Source: an optimization exercise on an open RTL-to-GDS flow (aim: a short achievable clock period and few clock cycles). Production flows keep margins and buffers that such runs may drop.
Where RTL was checked, it was by simulation tests only, not by an equivalence proof against the original.
Power and IR drop assume default switching activity.

==> tundra <==
==> flow/design.v <==
`default_nettype none
package rv_isa_pkg;
    localparam logic [6:0] OPC_OP     = 7'b0110011;   
    localparam logic [6:0] OPC_OP_IMM = 7'b0010011;   
    localparam logic [6:0] OPC_BRANCH = 7'b1100011;
    localparam logic [2:0] F3_ADD_SUB = 3'b000;
    localparam logic [2:0] F3_SLT     = 3'b010;
    localparam logic [2:0] F3_XOR     = 3'b100;
    localparam logic [2:0] F3_OR      = 3'b110;
    localparam logic [2:0] F3_AND     = 3'b111;
    localparam logic [2:0] F3_BEQ = 3'b000;
    localparam logic [2:0] F3_BNE = 3'b001;
    localparam logic [6:0] F7_SUB = 7'b0100000;
    localparam logic [31:0] NOP_INSN = 32'h0000_0013;   
    typedef struct packed {
        logic [6:0] funct7;
        logic [4:0] rs2;
        logic [4:0] rs1;
        logic [2:0] funct3;
        logic [4:0] rd;
        logic [6:0] opcode;
    } rv_r_fmt_t;
    typedef struct packed {
        logic [11:0] imm;
        logic [4:0]  rs1;
        logic [2:0]  funct3;
        logic [4:0]  rd;
        logic [6:0]  opcode;
    } rv_i_fmt_t;
    typedef struct packed {
        logic       imm12;
        logic [5:0] imm10_5;
        logic [4:0] rs2;
        logic [4:0] rs1;
        logic [2:0] funct3;
        logic [3:0] imm4_1;
        logic       imm11;
        logic [6:0] opcode;
    } rv_b_fmt_t;
    typedef union packed {
        rv_r_fmt_t r;
        rv_i_fmt_t i;
        rv_b_fmt_t b;
    } rv_insn_u;
endpackage
`default_nettype wire
`default_nettype none
package core_pkg;
    localparam int XLEN       = 32;
    localparam int REG_ADDR_W = 5;
    localparam logic [XLEN-1:0] RESET_PC = '0;
endpackage
`default_nettype wire
`default_nettype none
import core_pkg::*;
import rv_isa_pkg::*;
module rv_core (
    input  wire logic        clk,
    input  wire logic        rst,
    input  wire logic [31:0] imem_rdata,
    output logic [31:0]      imem_addr,
    output logic             retire_valid,
    output logic [31:0]      retire_pc,
    output logic [31:0]      retire_insn,
    output logic [4:0]       retire_rd,
    output logic             retire_rd_we,
    output logic [31:0]      retire_wdata
);
    logic [31:0] pc;
    logic        x_valid;
    logic [31:0] x_pc;
    logic [31:0] x_insn;
    logic [31:0] x_am;       
    logic [31:0] x_bm;       
    logic [31:0] fwd_a;      
    logic [31:0] fwd_b;      
    logic        x_add, x_sub, x_and, x_or, x_xor, x_slt;
    logic        x_mp_eq;    
    logic        x_mp_ne;    
    logic [31:0] x_alt_pc;   
    logic [4:0]  x_rd;
    logic        x_we;
    logic        r_valid;
    logic [31:0] r_pc;
    logic [31:0] r_insn;
    logic [4:0]  r_rd;
    logic        r_we;
    logic [31:0] r_wdata;
    logic [31:0] rf [1:31];
    logic [31:0] w;
    logic [6:0]  opc;
    logic [2:0]  f3;
    logic [6:0]  f7;
    logic [4:0]  rs1, rs2, rd;
    logic        is_op, is_opi, is_br, f3_alu, f7_ok, writes, pred;
    logic        fa_next, fb_next;
    logic [31:0] imm_i, imm_b, pc4, target, pn;
    logic [31:0] a_rd, b_rd;
    assign imem_addr = pc;
    assign w    = imem_rdata;
    assign opc  = w[6:0];
    assign f3   = w[14:12];
    assign f7   = w[31:25];
    assign rs1  = w[19:15];
    assign rs2  = w[24:20];
    assign rd   = w[11:7];
    assign is_op  = (opc == OPC_OP);
    assign is_opi = (opc == OPC_OP_IMM);
    assign is_br  = (opc == OPC_BRANCH) && (f3[2:1] == 2'b00);
    assign f3_alu = (f3 == F3_ADD_SUB) || (f3 == F3_SLT) || (f3 == F3_XOR)
                 || (f3 == F3_OR) || (f3 == F3_AND);
    assign f7_ok  = (f7 == 7'd0) || (f7 == F7_SUB && f3 == F3_ADD_SUB);
    assign writes = f3_alu && (is_opi || (is_op && f7_ok));
    assign pred = is_br && (f3[0] ^ (rs1 == rs2));
    assign fa_next = x_valid && x_we && (x_rd == rs1);
    assign fb_next = x_valid && x_we && (x_rd == rs2) && !is_opi;
    assign imm_i = {{20{w[31]}}, w[31:20]};
    assign imm_b = {{20{w[31]}}, w[7], w[30:25], w[11:8], 1'b0};
    assign pc4   = pc + 32'd4;
    logic [12:0] tg, tt, tc, tgn, ttn;
    logic [12:0] tgt_lo;
    logic        tgt_co;
    logic [18:0] pc_hi, pc_hi_inc, pc_hi_dec;
    logic [18:0] all1, all0;
    always_comb begin
        tg = pc[12:0] & imm_b[12:0];
        tt = pc[12:0] | imm_b[12:0];
        for (int d = 1; d < 13; d = d * 2) begin
            for (int i = 0; i < 13; i++) begin
                if (i >= d) begin
                    tgn[i] = tg[i] | (tt[i] & tg[i-d]);
                    ttn[i] = tt[i] & tt[i-d];
                end else begin
                    tgn[i] = tg[i];
                    ttn[i] = tt[i];
                end
            end
            tg = tgn;
            tt = ttn;
        end
        tc     = {tg[11:0], 1'b0};
        tgt_lo = pc[12:0] ^ imm_b[12:0] ^ tc;
        tgt_co = tg[12];
    end
    assign pc_hi = pc[31:13];
    always_comb begin
        all1[0] = 1'b1;
        all0[0] = 1'b1;
        for (int i = 1; i < 19; i++) begin
            all1[i] = all1[i-1] & pc_hi[i-1];
            all0[i] = all0[i-1] & !pc_hi[i-1];
        end
    end
    assign pc_hi_inc = pc_hi ^ all1;
    assign pc_hi_dec = pc_hi ^ all0;
    always_comb begin
        target[12:0] = tgt_lo;
        case ({w[31], tgt_co})
            2'b01:   target[31:13] = pc_hi_inc;
            2'b10:   target[31:13] = pc_hi_dec;
            default: target[31:13] = pc_hi;
        endcase
    end
    assign pn = pred ? target : pc4;
    function automatic logic [31:0] rf_read(input logic [4:0] idx);
        if (idx == 5'd0) begin
            rf_read = '0;
        end else if (r_valid && r_we && r_rd == idx) begin
            rf_read = r_wdata;
        end else begin
            rf_read = rf[idx];
        end
    endfunction
    assign a_rd = rf_read(rs1);
    assign b_rd = rf_read(rs2);
    logic [31:0] op_a, op_b;
    logic [31:0] x_ab, a_ab, o_ab;     
    logic [31:0] a_anb, o_anb;         
    logic [31:0] sum, diff, logic_res, result;
    logic        slt, eq, mispredict;
    assign op_a  = x_am | fwd_a;
    assign op_b  = x_bm | fwd_b;
    assign x_ab  = op_a ^ op_b;
    assign a_ab  = op_a & op_b;
    assign o_ab  = op_a | op_b;
    assign a_anb = op_a & ~op_b;
    assign o_anb = op_a | ~op_b;
    function automatic logic [31:0] ks_carry(input logic [31:0] g_in, input logic [31:0] t_in,
                                             input logic cin);
        logic [31:0] g, t, gn, tn;
        g = g_in;
        t = t_in;
        g[0] = g[0] | (t[0] & cin);
        for (int d = 1; d < 32; d = d * 2) begin
            for (int i = 0; i < 32; i++) begin
                if (i >= d) begin
                    gn[i] = g[i] | (t[i] & g[i-d]);
                    tn[i] = t[i] & t[i-d];
                end else begin
                    gn[i] = g[i];
                    tn[i] = t[i];
                end
            end
            g = gn;
            t = tn;
        end
        ks_carry = {g[30:0], cin};   
    endfunction
    assign sum  = x_ab ^ ks_carry(a_ab, o_ab, 1'b0);
    assign diff = ~x_ab ^ ks_carry(a_anb, o_anb, 1'b1);
    assign slt  = (op_a[31] ^ op_b[31]) ? op_a[31] : diff[31];
    assign eq   = (x_ab == '0);
    assign logic_res = ({32{x_and}} & a_ab)
                     | ({32{x_or}}  & o_ab)
                     | ({32{x_xor}} & x_ab);
    assign result = ({32{x_add}} & sum)
                  | ({32{x_sub}} & diff)
                  | logic_res
                  | {31'd0, x_slt & slt};
    assign mispredict = eq ? x_mp_eq : x_mp_ne;
    logic go;   
    assign go = !rst && !mispredict;
    always_ff @(posedge clk) begin
        if (rst) begin
            pc <= RESET_PC;
        end else if (mispredict) begin
            pc <= x_alt_pc;
        end else begin
            pc <= pn;
        end
        x_valid  <= go;
        x_mp_eq  <= go && is_br && (!f3[0] ^ pred);
        x_mp_ne  <= go && is_br && (f3[0] ^ pred);
        x_pc     <= pc;
        x_insn   <= w;
        x_am     <= fa_next ? '0 : a_rd;
        x_bm     <= is_opi ? imm_i : (fb_next ? '0 : b_rd);
        fwd_a    <= fa_next ? result : '0;
        fwd_b    <= fb_next ? result : '0;
        x_add    <= f3 == F3_ADD_SUB && !(is_op && f7 == F7_SUB);
        x_sub    <= f3 == F3_ADD_SUB && is_op && f7 == F7_SUB;
        x_slt    <= f3 == F3_SLT;
        x_xor    <= f3 == F3_XOR;
        x_or     <= f3 == F3_OR;
        x_and    <= f3 == F3_AND;
        x_alt_pc <= pred ? pc4 : target;
        x_rd     <= rd;
        x_we     <= writes && (rd != 5'd0);
        r_valid  <= x_valid && !rst;
        r_pc     <= x_pc;
        r_insn   <= x_insn;
        r_rd     <= x_rd;
        r_we     <= x_we;
        r_wdata  <= result;
        if (r_valid && r_we) begin
            rf[r_rd] <= r_wdata;
        end
    end
    assign retire_valid = r_valid;
    assign retire_pc    = r_pc;
    assign retire_insn  = r_insn;
    assign retire_rd    = r_rd;
    assign retire_rd_we = r_we;
    assign retire_wdata = r_wdata;
endmodule
`default_nettype wire
==> flow/flow/run.sh <==
#!/bin/bash
# Standard layout, with synthesis leaving adders to ABC instead of the
# platform's full/half adder cells.
set -euo pipefail
bash standard.sh ADDER_MAP_FILE= finish > make_finish.log 2>&1
==> flow/standard.sh <==
#!/bin/bash
# synth_recipe.tcl (not shown) runs the flow's synth.tcl, then flattens the netlist and writes it again
# the make line also repeats each setting of config.mk as NAME=value (left out here)
make -C /OpenROAD-flow-scripts/flow DESIGN_CONFIG=/design/flow/config.mk WORK_HOME=/design/flow/orfs CLKGATE_MAP_FILE= SYNTH_SCRIPT=/design/flow/synth_recipe.tcl "${@:-finish}"
==> flow/config.mk <==
export PLATFORM = sky130hd
export DESIGN_NAME = rv_core
export DESIGN_NICKNAME = rv_core
export VERILOG_FILES = /design/flow/design.v
export SDC_FILE = /design/flow/constraint.sdc
export NUM_CORES = 4
export LEC_CHECK = 0
export CAP_MARGIN = 20
export CORE_MARGIN = 2
export CORE_UTILIZATION = 40
export PLACE_DENSITY = 0.6
export SETUP_SLACK_MARGIN = 4.0
export SLEW_MARGIN = 20
==> flow/constraint.sdc <==
create_clock -name core_clock -period 6.5 [get_ports {clk}]
set_input_delay 1.3000 -clock core_clock [delete_from_list [all_inputs] [get_ports {clk}]]
set_output_delay 1.3000 -clock core_clock [all_outputs]
set_load 0.01 [all_outputs]
==> inputs of indigo, as changes to tundra <==
==> flow/design.v (replaced) <==
`default_nettype none
package rv_isa_pkg;
    localparam logic [6:0] OPC_OP     = 7'b0110011;   
    localparam logic [6:0] OPC_OP_IMM = 7'b0010011;   
    localparam logic [6:0] OPC_BRANCH = 7'b1100011;
    localparam logic [2:0] F3_ADD_SUB = 3'b000;
    localparam logic [2:0] F3_SLT     = 3'b010;
    localparam logic [2:0] F3_XOR     = 3'b100;
    localparam logic [2:0] F3_OR      = 3'b110;
    localparam logic [2:0] F3_AND     = 3'b111;
    localparam logic [2:0] F3_BEQ = 3'b000;
    localparam logic [2:0] F3_BNE = 3'b001;
    localparam logic [6:0] F7_SUB = 7'b0100000;
    localparam logic [31:0] NOP_INSN = 32'h0000_0013;   
    typedef struct packed {
        logic [6:0] funct7;
        logic [4:0] rs2;
        logic [4:0] rs1;
        logic [2:0] funct3;
        logic [4:0] rd;
        logic [6:0] opcode;
    } rv_r_fmt_t;
    typedef struct packed {
        logic [11:0] imm;
        logic [4:0]  rs1;
        logic [2:0]  funct3;
        logic [4:0]  rd;
        logic [6:0]  opcode;
    } rv_i_fmt_t;
    typedef struct packed {
        logic       imm12;
        logic [5:0] imm10_5;
        logic [4:0] rs2;
        logic [4:0] rs1;
        logic [2:0] funct3;
        logic [3:0] imm4_1;
        logic       imm11;
        logic [6:0] opcode;
    } rv_b_fmt_t;
    typedef union packed {
        rv_r_fmt_t r;
        rv_i_fmt_t i;
        rv_b_fmt_t b;
    } rv_insn_u;
endpackage
`default_nettype wire
`default_nettype none
package core_pkg;
    localparam int XLEN       = 32;
    localparam int REG_ADDR_W = 5;
    localparam logic [XLEN-1:0] RESET_PC = '0;
endpackage
`default_nettype wire
`default_nettype none
import core_pkg::*;
import rv_isa_pkg::*;
module rv_core (
    input  wire logic        clk,
    input  wire logic        rst,
    input  wire logic [31:0] imem_rdata,
    output logic [31:0]      imem_addr,
    output logic             retire_valid,
    output logic [31:0]      retire_pc,
    output logic [31:0]      retire_insn,
    output logic [4:0]       retire_rd,
    output logic             retire_rd_we,
    output logic [31:0]      retire_wdata
);
    logic [31:0] pc;
    logic        x_valid;
    logic [31:0] x_pc;
    logic [31:0] x_insn;
    logic [31:0] x_a;        
    logic [31:0] x_b;        
    logic        x_fa;       
    logic        x_fb;       
    logic        x_add, x_sub, x_and, x_or, x_xor, x_slt;
    logic        x_beq, x_bne;
    logic        x_pred;     
    logic [31:0] x_alt_pc;   
    logic [4:0]  x_rd;
    logic        x_we;
    logic        r_valid;
    logic [31:0] r_pc;
    logic [31:0] r_insn;
    logic [4:0]  r_rd;
    logic        r_we;
    logic [31:0] r_wdata;
    logic [31:0] rf [1:31];
    logic [31:0] w;
    logic [6:0]  opc;
    logic [2:0]  f3;
    logic [6:0]  f7;
    logic [4:0]  rs1, rs2, rd;
    logic        is_op, is_opi, is_br, f3_alu, f7_ok, writes, pred;
    logic [31:0] imm_i, imm_b, pc4, target;
    logic [31:0] a_rd, b_rd;
    assign imem_addr = pc;
    assign w    = imem_rdata;
    assign opc  = w[6:0];
    assign f3   = w[14:12];
    assign f7   = w[31:25];
    assign rs1  = w[19:15];
    assign rs2  = w[24:20];
    assign rd   = w[11:7];
    assign is_op  = (opc == OPC_OP);
    assign is_opi = (opc == OPC_OP_IMM);
    assign is_br  = (opc == OPC_BRANCH) && (f3[2:1] == 2'b00);
    assign f3_alu = (f3 == F3_ADD_SUB) || (f3 == F3_SLT) || (f3 == F3_XOR)
                 || (f3 == F3_OR) || (f3 == F3_AND);
    assign f7_ok  = (f7 == 7'd0) || (f7 == F7_SUB && f3 == F3_ADD_SUB);
    assign writes = f3_alu && (is_opi || (is_op && f7_ok));
    assign pred = is_br && (f3[0] ^ (rs1 == rs2));
    assign imm_i  = {{20{w[31]}}, w[31:20]};
    assign imm_b  = {{20{w[31]}}, w[7], w[30:25], w[11:8], 1'b0};
    assign pc4    = pc + 32'd4;
    assign target = pc + imm_b;
    function automatic logic [31:0] rf_read(input logic [4:0] idx);
        if (idx == 5'd0) begin
            rf_read = '0;
        end else if (r_valid && r_we && r_rd == idx) begin
            rf_read = r_wdata;
        end else begin
            rf_read = rf[idx];
        end
    endfunction
    assign a_rd = rf_read(rs1);
    assign b_rd = rf_read(rs2);
    logic [31:0] op_a, op_b, sum, diff, result;
    logic        slt, eq, taken, mispredict;
    assign op_a = x_fa ? r_wdata : x_a;
    assign op_b = x_fb ? r_wdata : x_b;
    assign sum  = op_a + op_b;
    assign diff = op_a - op_b;
    assign slt  = (op_a[31] ^ op_b[31]) ? op_a[31] : diff[31];
    assign eq   = (op_a == op_b);
    assign result = ({32{x_add}} & sum)
                  | ({32{x_sub}} & diff)
                  | ({32{x_and}} & (op_a & op_b))
                  | ({32{x_or}}  & (op_a | op_b))
                  | ({32{x_xor}} & (op_a ^ op_b))
                  | {31'd0, x_slt & slt};
    assign taken      = (x_beq && eq) || (x_bne && !eq);
    assign mispredict = x_valid && (taken != x_pred);
    always_ff @(posedge clk) begin
        if (rst) begin
            pc      <= RESET_PC;
            x_valid <= 1'b0;
        end else if (mispredict) begin
            pc      <= x_alt_pc;
            x_valid <= 1'b0;
        end else begin
            pc      <= pred ? target : pc4;
            x_valid <= 1'b1;
        end
        x_pc     <= pc;
        x_insn   <= w;
        x_a      <= a_rd;
        x_b      <= is_opi ? imm_i : b_rd;
        x_fa     <= x_valid && x_we && (x_rd == rs1);
        x_fb     <= !is_opi && x_valid && x_we && (x_rd == rs2);
        x_add    <= f3 == F3_ADD_SUB && !(is_op && f7 == F7_SUB);
        x_sub    <= f3 == F3_ADD_SUB && is_op && f7 == F7_SUB;
        x_slt    <= f3 == F3_SLT;
        x_xor    <= f3 == F3_XOR;
        x_or     <= f3 == F3_OR;
        x_and    <= f3 == F3_AND;
        x_beq    <= is_br && !f3[0];
        x_bne    <= is_br && f3[0];
        x_pred   <= pred;
        x_alt_pc <= pred ? pc4 : target;
        x_rd     <= rd;
        x_we     <= writes && (rd != 5'd0);
        r_valid  <= x_valid && !rst;
        r_pc     <= x_pc;
        r_insn   <= x_insn;
        r_rd     <= x_rd;
        r_we     <= x_we;
        r_wdata  <= result;
        if (r_valid && r_we) begin
            rf[r_rd] <= r_wdata;
        end
    end
    assign retire_valid = r_valid;
    assign retire_pc    = r_pc;
    assign retire_insn  = r_insn;
    assign retire_rd    = r_rd;
    assign retire_rd_we = r_we;
    assign retire_wdata = r_wdata;
endmodule
`default_nettype wire
==> flow/run.sh (new file) <==
#!/bin/bash
# synth_recipe.tcl (not shown) runs the flow's synth.tcl, then flattens the netlist and writes it again
# the make line also repeats each setting of config.mk as NAME=value (left out here)
make -C /OpenROAD-flow-scripts/flow DESIGN_CONFIG=/design/flow/config.mk WORK_HOME=/design/flow/orfs CLKGATE_MAP_FILE= SYNTH_SCRIPT=/design/flow/synth_recipe.tcl finish
Settings changed: ABC_CLOCK_PERIOD_IN_PS set to 3000, SETUP_SLACK_MARGIN 4.0 to 3.0.
removed: flow/flow/run.sh
removed: flow/standard.sh
==> summary.txt <==
- tundra produced a clean layout. indigo completed without violations.
- Between indigo and tundra, the lower count of clock-buffer cells in the layout is in indigo (gap 7).
- Against tundra, the first-iteration DRC count of indigo is smaller by 21%.
- Cell count: indigo is lower than tundra (about 7%).
- In tundra the combinational power is larger than in indigo, by about 40%.
- Wire length: tundra is larger than indigo (about 19%).
- In critical path depth, indigo and tundra do not differ.
- Between tundra and indigo, the lower power is in indigo (gap about 9%, measured against indigo).
- Of tundra and indigo, tundra has the higher design area (gap 15%, measured against indigo).
Testbench counts of indigo, summed over its fixed seeds: cycles 24,837.
Function not checked in tundra: the RTL went through the layout flow alone.

-- what the ideal ports hide --
The results above use ideal ports. As a check the final layouts listed here were re-extracted and re-timed, cells and wires unchanged. Step 1 sets driving cells, clkbuf_16 on the clock port and buf_2 on the other inputs (assumed; they add their load-dependent delay and slew). Step 2 moves the port delays by t, midway between the first and last clock arrival at a register: inputs arrive t later, outputs are due t later. That takes back most of the time a late clock gives input paths. Slacks: ideal ports / drivers / drivers and shift; pairs: ideal ports / drivers.
| run | t (ns) | slack for setup (ns) | worst slew at a driven data input, ns |
|---|---|---|---|
| tundra | 0.887 | 3.368 / 3.282 / 2.395 | 0.38 |
| indigo | 0.864 | 2.802 / 2.802 / 2.087 | 0.06 |
After both steps every run listed still meets setup and hold. For tundra, which loses most, drivers alone change the setup slack by -0.086 ns; drivers and shift together by -0.973 ns.
